This is an optimization exercise on Yosys and OpenROAD, whose aim is small area, not a production implementation. Only simulation tests tie the RTL to the original design; equivalence was not proved. Power and IR drop assume default switching activity.

// block_stream_top
module block_stream_top (
	input  logic              clk_125,
	input  logic              rst_crc,
	input  stream_pkg::word_t in0_data,
	input  logic              in0_wr,
	input  stream_pkg::word_t in1_data,
	input  logic              in1_wr,
	input  logic              time_clr,
	input  logic              credit_return,
	output stream_pkg::word_t out_data,
	output logic              out_valid,
	output logic              out_sop,
	output logic              out_eop,
	output logic              ovf0,
	output logic              ovf1
);
	logic              ch0_block_avail, ch1_block_avail;
	logic [1:0]        ch0_rd_blk, ch1_rd_blk;
	logic [2:0]        ch0_rd_off, ch1_rd_off;
	logic              ch0_rd_all, ch1_rd_all;
	logic              ch0_block_done, ch1_block_done;
	logic [1023:0]     ch0_words, ch1_words;
	channel_block u_ch0 (
		.clk_125     (clk_125),
		.rst_crc     (rst_crc),
		.wr_data     (in0_data),
		.wr          (in0_wr),
		.ovf         (ovf0),
		.block_avail (ch0_block_avail),
		.rd_blk      (ch0_rd_blk),
		.rd_off      (ch0_rd_off),
		.rd_all      (ch0_rd_all),
		.block_done  (ch0_block_done),
		.words       (ch0_words)
	);
	channel_block u_ch1 (
		.clk_125     (clk_125),
		.rst_crc     (rst_crc),
		.wr_data     (in1_data),
		.wr          (in1_wr),
		.ovf         (ovf1),
		.block_avail (ch1_block_avail),
		.rd_blk      (ch1_rd_blk),
		.rd_off      (ch1_rd_off),
		.rd_all      (ch1_rd_all),
		.block_done  (ch1_block_done),
		.words       (ch1_words)
	);
	frame_combiner u_comb (
		.clk_125         (clk_125),
		.rst_crc         (rst_crc),
		.time_clr        (time_clr),
		.credit_return   (credit_return),
		.ch0_block_avail (ch0_block_avail),
		.ch0_rd_blk      (ch0_rd_blk),
		.ch0_words       (ch0_words),
		.ch0_rd_off      (ch0_rd_off),
		.ch0_rd_all      (ch0_rd_all),
		.ch0_block_done  (ch0_block_done),
		.ch1_block_avail (ch1_block_avail),
		.ch1_rd_blk      (ch1_rd_blk),
		.ch1_words       (ch1_words),
		.ch1_rd_off      (ch1_rd_off),
		.ch1_rd_all      (ch1_rd_all),
		.ch1_block_done  (ch1_block_done),
  ...
Size in the first run: about 4000 cells after synthesis, roughly 2100 flip-flops, about 78000 sq um of cells after synthesis.
export LEC_CHECK = 0
export CAP_MARGIN = 20
export CORE_MARGIN = 2
export CORE_UTILIZATION = 75
export CTS_BUF_LIST = sky130_fd_sc_hd__clkbuf_8
export CTS_CLUSTER_DIAMETER = 60
export CTS_CLUSTER_SIZE = 16
export SLEW_MARGIN = 20
export SYNTH_HIERARCHICAL = 1
create_clock -name core_clock -period 6.5 [get_ports {clk_125}]
standard.sh (not shown) runs the stock make flow with config.mk's settings and CLKGATE_MAP_FILE= SYNTH_SCRIPT=/design/flow/synth_recipe.tcl, a recipe that flattens the netlist after the stock synthesis.
==> flow/flow/run.sh <==
#!/bin/bash
# Standard ORFS layout with two changes: ports are buffered with buf_2
# instead of the default delay-cell buffer, and clock tree synthesis adds
# no dummy loads. Each tool's output goes to a log file in this folder;
# ORFS also keeps its per-step logs under orfs/logs/.
set -euo pipefail
export BUFFER_PORTS_ARGS="-buffer_cell sky130_fd_sc_hd__buf_2"
export CTS_ARGS="-sink_clustering_enable -repair_clock_nets -dont_use_dummy_load -sink_clustering_size 16 -sink_clustering_max_diameter 60 -buf_list sky130_fd_sc_hd__clkbuf_8"
bash standard.sh finish > standard_flow.log 2>&1
The starting point produced a clean layout.
Rerun with:
==> flow/run.sh (new file) <==
#!/bin/bash
# synth_recipe.tcl (not shown) runs the flow's synth.tcl, then flattens the netlist and writes it again
# the make line also repeats each setting of config.mk as NAME=value (left out here)
make -C /OpenROAD-flow-scripts/flow DESIGN_CONFIG=/design/flow/config.mk WORK_HOME=/design/flow/orfs CLKGATE_MAP_FILE= SYNTH_SCRIPT=/design/flow/synth_recipe.tcl finish
--- a/flow/config.mk
+++ b/flow/config.mk
@@ -9,3 +9,3 @@
 export CORE_MARGIN = 2
-export CORE_UTILIZATION = 75
+export CORE_UTILIZATION = 65
 export CTS_BUF_LIST = sky130_fd_sc_hd__clkbuf_8
removed: flow/flow/run.sh
removed: flow/standard.sh
Routed wire length rises by 0.36%.
Cell count came out higher by 6.5%.
Power rises by 2.5%.
Via count fell by 1.5%.
Design area climbs by 2.4%.

---

Setup of rev 12:
block_stream_top, a different RTL version from the one above (not shown whole).
Size: ~4100 cells after synthesis, roughly 110 I/O pins, about 78000 um^2 of cells after synthesis.
Settings: LEC_CHECK=0, CAP_MARGIN=20, CORE_MARGIN=2, CORE_UTILIZATION=65, CTS_BUF_LIST=sky130_fd_sc_hd__clkbuf_8, CTS_CLUSTER_DIAMETER=60, CTS_CLUSTER_SIZE=16, SLEW_MARGIN=20, SYNTH_HIERARCHICAL=1; clock period 6.5 ns.
==> flow/flow/run.sh <==
#!/bin/bash
# Standard ORFS layout with two changes: ports are buffered with buf_2
# instead of the default delay-cell buffer, and clock tree synthesis adds
# no dummy loads. Global routing downsizes gates off the critical paths
# (RECOVER_POWER). Each tool's output goes to a log file in this folder;
# ORFS also keeps its per-step logs under orfs/logs/.
set -euo pipefail
export BUFFER_PORTS_ARGS="-buffer_cell sky130_fd_sc_hd__buf_2"
export RECOVER_POWER=100
export CTS_ARGS="-sink_clustering_enable -repair_clock_nets -dont_use_dummy_load -sink_clustering_size 16 -sink_clustering_max_diameter 60 -buf_list sky130_fd_sc_hd__clkbuf_8"
bash standard.sh finish > standard_flow.log 2>&1
Rev 12 completed end to end; final checks failed (max-capacitance violations, max-slew violations).
Here is what was changed in the inputs of rev 13 compared with rev 12.
-- flow/flow/run.sh --
<<< rev 12, line 4
# no dummy loads. Global routing downsizes gates off the critical paths
# (RECOVER_POWER). Each tool's output goes to a log file in this folder;
>>> rev 13, line 4
# no dummy loads. Each tool's output goes to a log file in this folder;
<<< rev 12, line 9
export RECOVER_POWER=100
>>> rev 13, line 8
Findings:
Rev 13 was carried through to the last stage, and its layout satisfied the timing, design-rule and antenna checks.
Min share of the final layout cell area in sequential cells across rev 13 and rev 12: rev 13
Rev 13 ends up with higher cell area than rev 12 does.
Rev 12 → rev 13: routed wire length now sits at about the same level; growth of design area from synthesis to finish now sits higher.
[rev 13 vs rev 12] final critical-path share of the clock period: lower in rev 13
Rev 12 and rev 13 ended up with roughly the same total power.
Number of search-and-repair iterations in the first detailed-routing pass, rev 13 and rev 12: lower on rev 13

-- what the ideal ports hide --
The results above use ideal ports. As a check the final layouts listed here were re-extracted and re-timed, cells and wires unchanged.
Step 1 sets driving cells, clkbuf_16 on the clock port and buf_2 on the other inputs (assumed; they add their load-dependent delay and slew).
Step 2 times the ports against the registers' clock, not the clock port: input delays grow and output delays shrink by t, the midpoint of the rising clock arrivals with the driver on.
Three values: no drivers, after step 1, after step 2; two values: the first two.
run | shift t [ns] | setup slack, ns | worst hold slack (ns) | clock arrival spread, ns | slew violations
the first run of note 1 | 0.910 | 0.133 / 0.064 / 0.389 | 0.459 / 0.459 / 0.459 | 0.102 / 0.102 | 0 / 0
the second run of note 1 | 0.957 | 0.062 / -0.014 / 0.276 | 0.482 / 0.482 / 0.482 | 0.041 / 0.041 | 0 / 0
rev 12 | 0.949 | 0.061 / -0.011 / 0.274 | 0.474 / 0.474 / 0.474 | 0.065 / 0.066 | 1658 / 1728
rev 13 | 0.947 | 0.108 / 0.037 / 0.324 | 0.469 / 0.469 / 0.469 | 0.066 / 0.066 | 0 / 0
The drivers bring new slew violations in rev 12.
